Context: an optimization exercise on an open-source flow, tuned for small area and a short achievable clock period. The choices shown serve that exercise and are no tape-out recipe.
RTL that was checked went through simulation tests only; none was proved equivalent to the original.
No activity file was given, so power comes from the tool's default toggle rates.

run A:
// fpmul_top
module fpmul_top (
	input  logic                  clk,
	input  logic                  rst,
	input  logic                  in_valid,
	input  logic [31:0]           a,
	input  logic [31:0]           b,
	output logic                  out_valid,
	output fpmul_pkg::fpmul_out_t out
);
Size: roughly 2600 cells after synthesis, ~27000 sq um of cells after synthesis.
==> flow/config.mk <==
export PLATFORM = sky130hd
export DESIGN_NAME = fpmul_top
export DESIGN_NICKNAME = fpmul_top
export VERILOG_FILES = /design/flow/design.v
export SDC_FILE = /design/flow/constraint.sdc
export NUM_CORES = 4
export LEC_CHECK = 0
export CAP_MARGIN = 20
export CORE_MARGIN = 2
export CORE_UTILIZATION = 40
export SETUP_SLACK_MARGIN = 4.5
export SLEW_MARGIN = 20
export SYNTH_HIERARCHICAL = 1
export SYNTH_MINIMUM_KEEP_SIZE = 0
==> flow/constraint.sdc <==
create_clock -name core_clock -period 7.5 [get_ports {clk}]
set_input_delay 1.5000 -clock core_clock [delete_from_list [all_inputs] [get_ports {clk}]]
set_output_delay 1.5000 -clock core_clock [all_outputs]
set_load 0.01 [all_outputs]
run.sh (not shown) runs the stock make flow with config.mk's settings and CLKGATE_MAP_FILE= SYNTH_SCRIPT=/design/flow/synth_recipe.tcl, a recipe that flattens the netlist after the stock synthesis.
### run A -> run B
# run A
export LEC_CHECK = 0
export CAP_MARGIN = 20
export CORE_MARGIN = 2
export CORE_UTILIZATION = 40
export SETUP_SLACK_MARGIN = 4.5
export SLEW_MARGIN = 20
export SYNTH_HIERARCHICAL = 1
export SYNTH_MINIMUM_KEEP_SIZE = 0
create_clock -name core_clock -period 7.5 [get_ports {clk}]
# run B
export LEC_CHECK = 0
export CAP_MARGIN = 20
export CORE_MARGIN = 2
export CORE_UTILIZATION = 40
export SETUP_SLACK_MARGIN = 3.0
export SLEW_MARGIN = 20
export SYNTH_HIERARCHICAL = 1
export SYNTH_MINIMUM_KEEP_SIZE = 0
create_clock -name core_clock -period 7.5 [get_ports {clk}]
## What came out
Run B went all the way through the flow, and no timing, DRC or antenna check failed.
Looking at number of global-route vias before repair, run B sits below run A.
Of the two candidates, run A has the better final hold slack and run B the worse one.
Measured against run A, the via total after detailed routing of run B comes out at 0.857 times the reference value.
Changes observed in run B relative to run A: met2 capacity usage during global routing -7.7 points; worst setup slack fell by 0.82 ns; relative max-transition margin dropped 38 points.
The following lists how run C was set up differently from run B:
# run B
export LEC_CHECK = 0
export CAP_MARGIN = 20
export CORE_MARGIN = 2
export CORE_UTILIZATION = 40
export SETUP_SLACK_MARGIN = 3.0
export SLEW_MARGIN = 20
export SYNTH_HIERARCHICAL = 1
export SYNTH_MINIMUM_KEEP_SIZE = 0
create_clock -name core_clock -period 7.5 [get_ports {clk}]
# run C
export LEC_CHECK = 0
export CAP_MARGIN = 20
export CORE_MARGIN = 2
export CORE_UTILIZATION = 40
export SETUP_SLACK_MARGIN = 3.6
export SLEW_MARGIN = 20
export SYNTH_HIERARCHICAL = 1
export SYNTH_MINIMUM_KEEP_SIZE = 0
create_clock -name core_clock -period 7.5 [get_ports {clk}]
Notes after the runs:
From run B to run C the numbers moved as follows: portion of netlist area occupied by mux cells saw little to no change, routed wire length saw little to no change, leakage component of the power saw an increase.
#### Input delta (run D over run C)
# run C
export LEC_CHECK = 0
export CAP_MARGIN = 20
export CORE_MARGIN = 2
export CORE_UTILIZATION = 40
export SETUP_SLACK_MARGIN = 3.6
export SLEW_MARGIN = 20
export SYNTH_HIERARCHICAL = 1
export SYNTH_MINIMUM_KEEP_SIZE = 0
create_clock -name core_clock -period 7.5 [get_ports {clk}]
# run D
export LEC_CHECK = 0
export CAP_MARGIN = 20
export CORE_MARGIN = 2
export CORE_UTILIZATION = 40
export PLACE_DENSITY = 0.75
export SETUP_SLACK_MARGIN = 4.0
export SLEW_MARGIN = 20
export SYNTH_HIERARCHICAL = 1
export SYNTH_MINIMUM_KEEP_SIZE = 0
create_clock -name core_clock -period 7.5 [get_ports {clk}]
==> comparison <==
Run D reports its launching element of the worst setup path as r1_fb[16]$_DFF_P_ while run C reports r3_hi[25]$_DFF_P_. Lower average vias per placed instance among run C and run D: run C. Capture point of the worst path: r4_out[17]$_DFF_P_ -> run C, r2_mid[82]$_DFF_P_ -> run D. What run C reported for wire length after detailed routing has to be multiplied by 0.937 to get the figure for run D. Run D against run C: power went up by 0.00034 W, combinational group share of total power went up, proportion of cell area occupied by registers was more or less identical, full die area flat. Taking run C as the reference, in run D area occupied by multi-input gates grew by about 0.8%, minimum clock period after layout has decreased.
### run D -> run E
# run D
export LEC_CHECK = 0
export CAP_MARGIN = 20
export CORE_MARGIN = 2
export CORE_UTILIZATION = 40
export PLACE_DENSITY = 0.75
export SETUP_SLACK_MARGIN = 4.0
export SLEW_MARGIN = 20
export SYNTH_HIERARCHICAL = 1
export SYNTH_MINIMUM_KEEP_SIZE = 0
create_clock -name core_clock -period 7.5 [get_ports {clk}]
# run E
export LEC_CHECK = 0
export CAP_MARGIN = 20
export CORE_MARGIN = 2
export CORE_UTILIZATION = 40
export SETUP_SLACK_MARGIN = 4.5
export SLEW_MARGIN = 20
export SYNTH_HIERARCHICAL = 1
export SYNTH_MINIMUM_KEEP_SIZE = 0
export TNS_END_PERCENT = 5
create_clock -name core_clock -period 7.5 [get_ports {clk}]
Results
~same share of synthesized cell area in and, or, nand and nor gates in run E and run D. Compared with run D, in run E share of the clock period used by the worst path fell by 1.9 points; post-route worst hold slack went up by 0.0044 ns; critical path depth went up 6; power +19%. Diff run D -> run E | via count of the first global-routing pass | up by a few percent. In the tables for run E and run D, met2 track demand over resource reads lower with run D. Relative to run D, sequential portion of the cell area has decreased by 1.2 points in run E.
For run F, these inputs were changed with respect to run E:
# run E
export LEC_CHECK = 0
export CAP_MARGIN = 20
export CORE_MARGIN = 2
export CORE_UTILIZATION = 40
export SETUP_SLACK_MARGIN = 4.5
export SLEW_MARGIN = 20
export SYNTH_HIERARCHICAL = 1
export SYNTH_MINIMUM_KEEP_SIZE = 0
export TNS_END_PERCENT = 5
create_clock -name core_clock -period 7.5 [get_ports {clk}]
# run F
export LEC_CHECK = 0
export CAP_MARGIN = 20
export CORE_MARGIN = 2
export CORE_UTILIZATION = 40
export SETUP_SLACK_MARGIN = 4.0
export SLEW_MARGIN = 20
export SYNTH_HIERARCHICAL = 1
export SYNTH_MINIMUM_KEEP_SIZE = 0
create_clock -name core_clock -period 7.5 [get_ports {clk}]
Findings:
Run E ended up with sky130_fd_sc_hd__fa_2 as its library cell contributing the largest single delay on the critical path; run F ended up with sky130_fd_sc_hd__fa_1. Highest signal layer in the routed design = met4: run E; highest signal layer in the routed design = met5: run F. Run F: worst path setup slack after routing lower than run E. Summary of run F over run E: half-perimeter wire length after detailed placement rose by 430 um, finished layout cell area fell by 7.9%, routed wire length fell by 15%, maximum single-stage delay on the critical path rose by 0.06 ns, power fell by about 14%.

========
rev 12:
fpmul_top, a different RTL version from the one above (not shown whole).
Size in the first run: roughly 2,300 cells after synthesis, about 100 I/O pins.
export LEC_CHECK = 0
export CAP_MARGIN = 20
export CORE_MARGIN = 2
export CORE_UTILIZATION = 40
export SLEW_MARGIN = 20
export SYNTH_HIERARCHICAL = 1
export SYNTH_MINIMUM_KEEP_SIZE = 0
create_clock -name core_clock -period 7.5 [get_ports {clk}]
The following lists how rev 13 was set up differently from rev 12:
# rev 12
export LEC_CHECK = 0
export CAP_MARGIN = 20
export CORE_MARGIN = 2
export CORE_UTILIZATION = 40
export SLEW_MARGIN = 20
export SYNTH_HIERARCHICAL = 1
export SYNTH_MINIMUM_KEEP_SIZE = 0
create_clock -name core_clock -period 7.5 [get_ports {clk}]
# rev 13
export LEC_CHECK = 0
export CAP_MARGIN = 20
export CORE_MARGIN = 2
export CORE_UTILIZATION = 40
export SETUP_SLACK_MARGIN = 4.0
export SLEW_MARGIN = 20
export SYNTH_HIERARCHICAL = 1
export SYNTH_MINIMUM_KEEP_SIZE = 0
create_clock -name core_clock -period 7.5 [get_ports {clk}]
==> comparison <==
Both conditions hold for rev 13: the flow ran to the end and the final layout passed the timing, DRC and antenna checks.
For area taken by multi-input logic gates, dividing the value from rev 13 by the value from rev 12 gives 1.08.
Rev 13 against rev 12: per-cell via count in the routed design picked up an extra 0.075; clock latency reported for the late side of the worst-skew pair held steady.
Compared with rev 12, rev 13 shows a initial antenna violation count that is 4 higher.
Rev 13 has cell area after layout above what rev 12 had.
In rev 13 the total routing resource utilization after global routing turned out 3.0 points higher than in rev 12.
The run with more setup slack is rev 13; rev 12 has less.
The run showing the smaller shortest period the worst path allows is rev 13.
No run of this note included a check of the RTL's function; only the layout flow was run.

========
Another version of the RTL of fpmul_top (not shown whole).
For scale: roughly 330 flip-flops, about 28000 µm² of cells after synthesis.
Design fpmul_top, start of the top module:
module fpmul_top (
	input  logic                  clk,
	input  logic                  rst,
	input  logic                  in_valid,
	input  logic [31:0]           a,
	input  logic [31:0]           b,
	output logic                  out_valid,
	output fpmul_pkg::fpmul_out_t out
);
	localparam int MID_W = 177;   
	logic [3:0] valid;   
	fpmul_pkg::info_t  p_info, r1_info, r2_info, r3_info;
	logic [22:0]       r1_fa, r1_fb;
	logic [MID_W-1:0]  t_mid, r2_mid;
	logic [47:0]       t_s, t_c;      
	logic [25:0]       n_hi, r3_hi;
	logic              n_lo_nz, r3_lo_nz;
	fpmul_pkg::fpmul_out_t rnd, r4_out;
	fpmul_prep i_prep (
		.a    (a),
		.b    (b),
		.sign (p_info.sign),
		.exp  (p_info.exp),
		.nan  (p_info.nan),
		.inf  (p_info.inf),
		.zero (p_info.zero)
	);
	fpmul_tree_a i_tree_a (
		.x  ({1'b1, r1_fa}),   
		.y  ({1'b1, r1_fb}),
		.mo (t_mid)
	);
	fpmul_tree_b i_tree_b (
		.mi (r2_mid),
		.s  (t_s),
		.c  (t_c)
	);
	fpmul_normalize i_normalize (
		.sn    (t_s),
		.cn    (t_c),
		.hi    (n_hi),
		.lo_nz (n_lo_nz)
	);
	fpmul_round i_round (
		.sign  (r3_info.sign),
		.exp   (r3_info.exp),
		.nan   (r3_info.nan),
		.inf   (r3_info.inf),
		.zero  (r3_info.zero),
		.hi    (r3_hi),
		.lo_nz (r3_lo_nz),
		.res   (rnd)
	);
	always_ff @(posedge clk) begin
		if (rst) valid <= '0;
		else     valid <= {valid[2:0], in_valid};
	end
	always_ff @(posedge clk) begin
		r1_fa    <= a[22:0];
		r1_fb    <= b[22:0];
		r1_info  <= p_info;
		r2_mid   <= t_mid;
		r2_info  <= r1_info;
		r3_hi    <= n_hi;
		r3_lo_nz <= n_lo_nz;
		r3_info  <= r2_info;
		r4_out   <= rnd;
	end
	assign out_valid = valid[3];
	assign out       = r4_out;
endmodule
export LEC_CHECK = 0
export CAP_MARGIN = 20
export CORE_MARGIN = 2
export CORE_UTILIZATION = 40
export SETUP_SLACK_MARGIN = 5.0
export SLEW_MARGIN = 20
export SYNTH_HIERARCHICAL = 1
export SYNTH_MINIMUM_KEEP_SIZE = 0
create_clock -name core_clock -period 7.5 [get_ports {clk}]
Rerun with:
- SETUP_SLACK_MARGIN: 5.0 -> 4.5
Power fell by 0.49%.
Area after synthesis does not change.
Fmax rose by 1.1%.
Critical path depth stays the same.
Non-clock buffer count fell by 58.
Synthesized cell count is unchanged.
Register-to-register slack gets better by 40 ps.
First-iteration DRC count rose by 9.0%.

re-timing with driven ports:
No port has a modelled driver above. Below, the same layouts with a new extraction and two added sets of constraints.
Step 1 assumes that a clkbuf_16 drives the clock port and a buf_2 every other input.
Step 2, shift: input delay + t, output delay - t, t = (earliest + latest rising clock arrival at the registers) / 2. This alone moves slack from input paths to output paths.
a / b / c = ideal / step 1 / step 2; a / b = the first two.
run	shift t [ns]	setup WS [ns]	worst hold slack (ns)	slew at the worst register clock pin (ns)
run A	0.659	4.151 / 4.151 / 3.786	0.325 / 0.325 / 0.325	0.07 / 0.07
run B	0.597	3.334 / 3.334 / 3.334	0.322 / 0.322 / 0.322	0.07 / 0.07
run C	0.595	3.793 / 3.793 / 3.758	0.320 / 0.320 / 0.320	0.07 / 0.07
run D	0.633	4.067 / 4.067 / 3.505	0.321 / 0.321 / 0.321	0.07 / 0.07
run E	0.633	4.207 / 4.207 / 3.791	0.325 / 0.325 / 0.325	0.07 / 0.07
run F	0.599	4.063 / 4.063 / 3.655	0.321 / 0.321 / 0.321	0.07 / 0.07
rev 12	0.633	0.682 / 0.682 / 0.682	0.327 / 0.327 / 0.327	0.06 / 0.06
rev 13	0.639	2.434 / 2.434 / 2.434	0.317 / 0.317 / 0.317	0.07 / 0.07
the first run of note 3	0.621	4.093 / 4.093 / 4.093	0.323 / 0.323 / 0.323	0.06 / 0.06
the second run of note 3	0.625	4.131 / 4.131 / 3.962	0.317 / 0.317 / 0.317	0.07 / 0.07
After both steps setup and hold are still met in every run listed. The setup slack of run D, which loses most, moves by 0.000 ns with the drivers and by -0.562 ns with both steps.
